This design comes from an exercise in tuning for small area on the open sky130 flow, not from production work.
Function was checked by simulation only, so behaviour that the tests miss may differ from the original.
No activity file was given, so power comes from the tool's default toggle rates.

Design regfile_mp, start of the top module:
module regfile_mp
#(
    parameter int DWIDTH = regfile_pkg::RF_DWIDTH,
    parameter int DEPTH  = regfile_pkg::RF_DEPTH,
    parameter int NRD    = regfile_pkg::RF_NRD,
    localparam int AW    = regfile_pkg::rf_addr_width(DEPTH)
) (
    input  logic                  clk,
    input  logic                  rst,
    input  logic [NRD*AW-1:0]     ra,
    output logic [NRD*DWIDTH-1:0] rd,
    output logic [NRD-1:0]        rd_busy,
    input  logic                  we0,
    input  logic [AW-1:0]         wa0,
    input  logic [DWIDTH-1:0]     wd0,
    input  logic                  we1,
    input  logic [AW-1:0]         wa1,
    input  logic [DWIDTH-1:0]     wd1,
    input  logic                  rsv_en,
    input  logic [AW-1:0]         rsv_addr
);
For scale: roughly 4900 cells after synthesis, roughly 160 I/O pins.
Settings: LEC_CHECK=0, CAP_MARGIN=20, CELL_PAD_IN_SITES_DETAIL_PLACEMENT=1, CELL_PAD_IN_SITES_GLOBAL_PLACEMENT=2, CORE_MARGIN=2, CORE_UTILIZATION=30, CTS_CLUSTER_DIAMETER=60, CTS_CLUSTER_SIZE=20, PLACE_DENSITY=0.4, SETUP_SLACK_MARGIN=0.3, SLEW_MARGIN=20, SYNTH_HIERARCHICAL=1; clock period 6.0 ns.
standard.sh (not shown) runs the stock make flow with config.mk's settings and CLKGATE_MAP_FILE= SYNTH_SCRIPT=/design/flow/synth_recipe.tcl, a recipe that flattens the netlist after the stock synthesis.
==> flow/flow/run.sh <==
#!/bin/bash
# The standard ORFS layout, with two changes:
#  - the port buffers use the smallest buffer cell instead of the one buffer_ports picks;
#  - clock tree synthesis clusters up to 20 sinks per leaf buffer and inserts no dummy loads.
# Every tool's output goes to a log in this folder (and ORFS's own logs under orfs/logs).
set -euo pipefail
export BUFFER_PORTS_ARGS="-buffer_cell sky130_fd_sc_hd__buf_1"
export CTS_ARGS="-sink_clustering_enable -repair_clock_nets -sink_clustering_size 20 -sink_clustering_max_diameter 60 -dont_use_dummy_load"
bash standard.sh finish > standard_flow.log 2>&1
The baseline completed with no timing, DRC or antenna violations.
Change:
--- a/flow/flow/run.sh
+++ b/flow/flow/run.sh
@@ -6,4 +6,4 @@
 set -euo pipefail
 export BUFFER_PORTS_ARGS="-buffer_cell sky130_fd_sc_hd__buf_1"
-export CTS_ARGS="-sink_clustering_enable -repair_clock_nets -sink_clustering_size 20 -sink_clustering_max_diameter 60 -dont_use_dummy_load"
+export CTS_ARGS="-sink_clustering_enable -repair_clock_nets -sink_clustering_size 20 -sink_clustering_max_diameter 100 -dont_use_dummy_load"
 bash standard.sh finish > standard_flow.log 2>&1
- CELL_PAD_IN_SITES_GLOBAL_PLACEMENT: 2 -> 1
- CORE_UTILIZATION: 30 -> 35
- CTS_CLUSTER_DIAMETER: 60 -> 100
- PLACE_DENSITY: 0.4 -> 0.5
Result: The new run produced a clean layout. Setup slack is worse by 0.26 ns. First-iteration DRC count increases by a few percent. Cell area decreases by a few percent. Hold slack stays flat. Synthesized area is unchanged. Sequential cell count does not change. Die area decreases by about a fifth.
Change:
- CELL_PAD_IN_SITES_GLOBAL_PLACEMENT: 1 -> 2
- CORE_UTILIZATION: 35 -> 30
- PLACE_DENSITY: 0.5 -> 0.4
Via count barely changes.
Final cell count went up by a few percent.
Core utilization went down by 5.2 points.
Clock power went up by a few percent.
Fmax went up by a few percent.
First-iteration DRC count went down by a few percent.
Power went up slightly.
Change:
==> flow/run.sh (new file) <==
#!/bin/bash
# synth_recipe.tcl (not shown) runs the flow's synth.tcl, then flattens the netlist and writes it again
# the make line also repeats each setting of config.mk as NAME=value (left out here)
make -C /OpenROAD-flow-scripts/flow DESIGN_CONFIG=/design/flow/config.mk WORK_HOME=/design/flow/orfs CLKGATE_MAP_FILE= SYNTH_SCRIPT=/design/flow/synth_recipe.tcl finish
- CTS_CLUSTER_DIAMETER: 100 -> 60
removed: flow/flow/run.sh
removed: flow/standard.sh
Global-route usage went up by 1.5 points. Die area stays the same. Total power went up by about 40%. Clock power went up by 110%. Core utilization went up by 3.5 points. Setup slack improved by 0.032 ns. Clock-buffer cell count went up by 118. Cell count went up by about 4.4%. Wire length went up by 3.6%.

## port drivers added, routing unchanged
The flow's constraints put no driver on any port. The routed layouts listed below were extracted and timed again, unchanged, in two steps. Step 1 sets driving cells, clkbuf_16 on the clock port and buf_2 on the other inputs (assumed; they add their load-dependent delay and slew). Step 2, shift: input delay + t, output delay - t, t = (earliest + latest rising clock arrival at the registers) / 2. This alone moves slack from input paths to output paths. Slacks: ideal ports / drivers / drivers and shift; pairs: ideal ports / drivers.
run | shift t [ns] | setup WS [ns] | worst setup path after step 2 | slew at the worst register clock pin (ns)
the first run | 0.845 | 0.372 / 0.308 / 0.308 | input to output | 0.07 / 0.07
the second run | 0.802 | 0.115 / 0.089 / 0.089 | input to output | 0.10 / 0.10
the third run | 0.819 | 0.300 / 0.239 / 0.239 | input to output | 0.11 / 0.11
the fourth run | 0.865 | 0.332 / 0.282 / 0.282 | input to output | 0.07 / 0.07
After both steps every run listed still meets setup and hold. The setup slack of the first run, which loses most, moves by -0.064 ns with the drivers and by -0.064 ns with both steps.
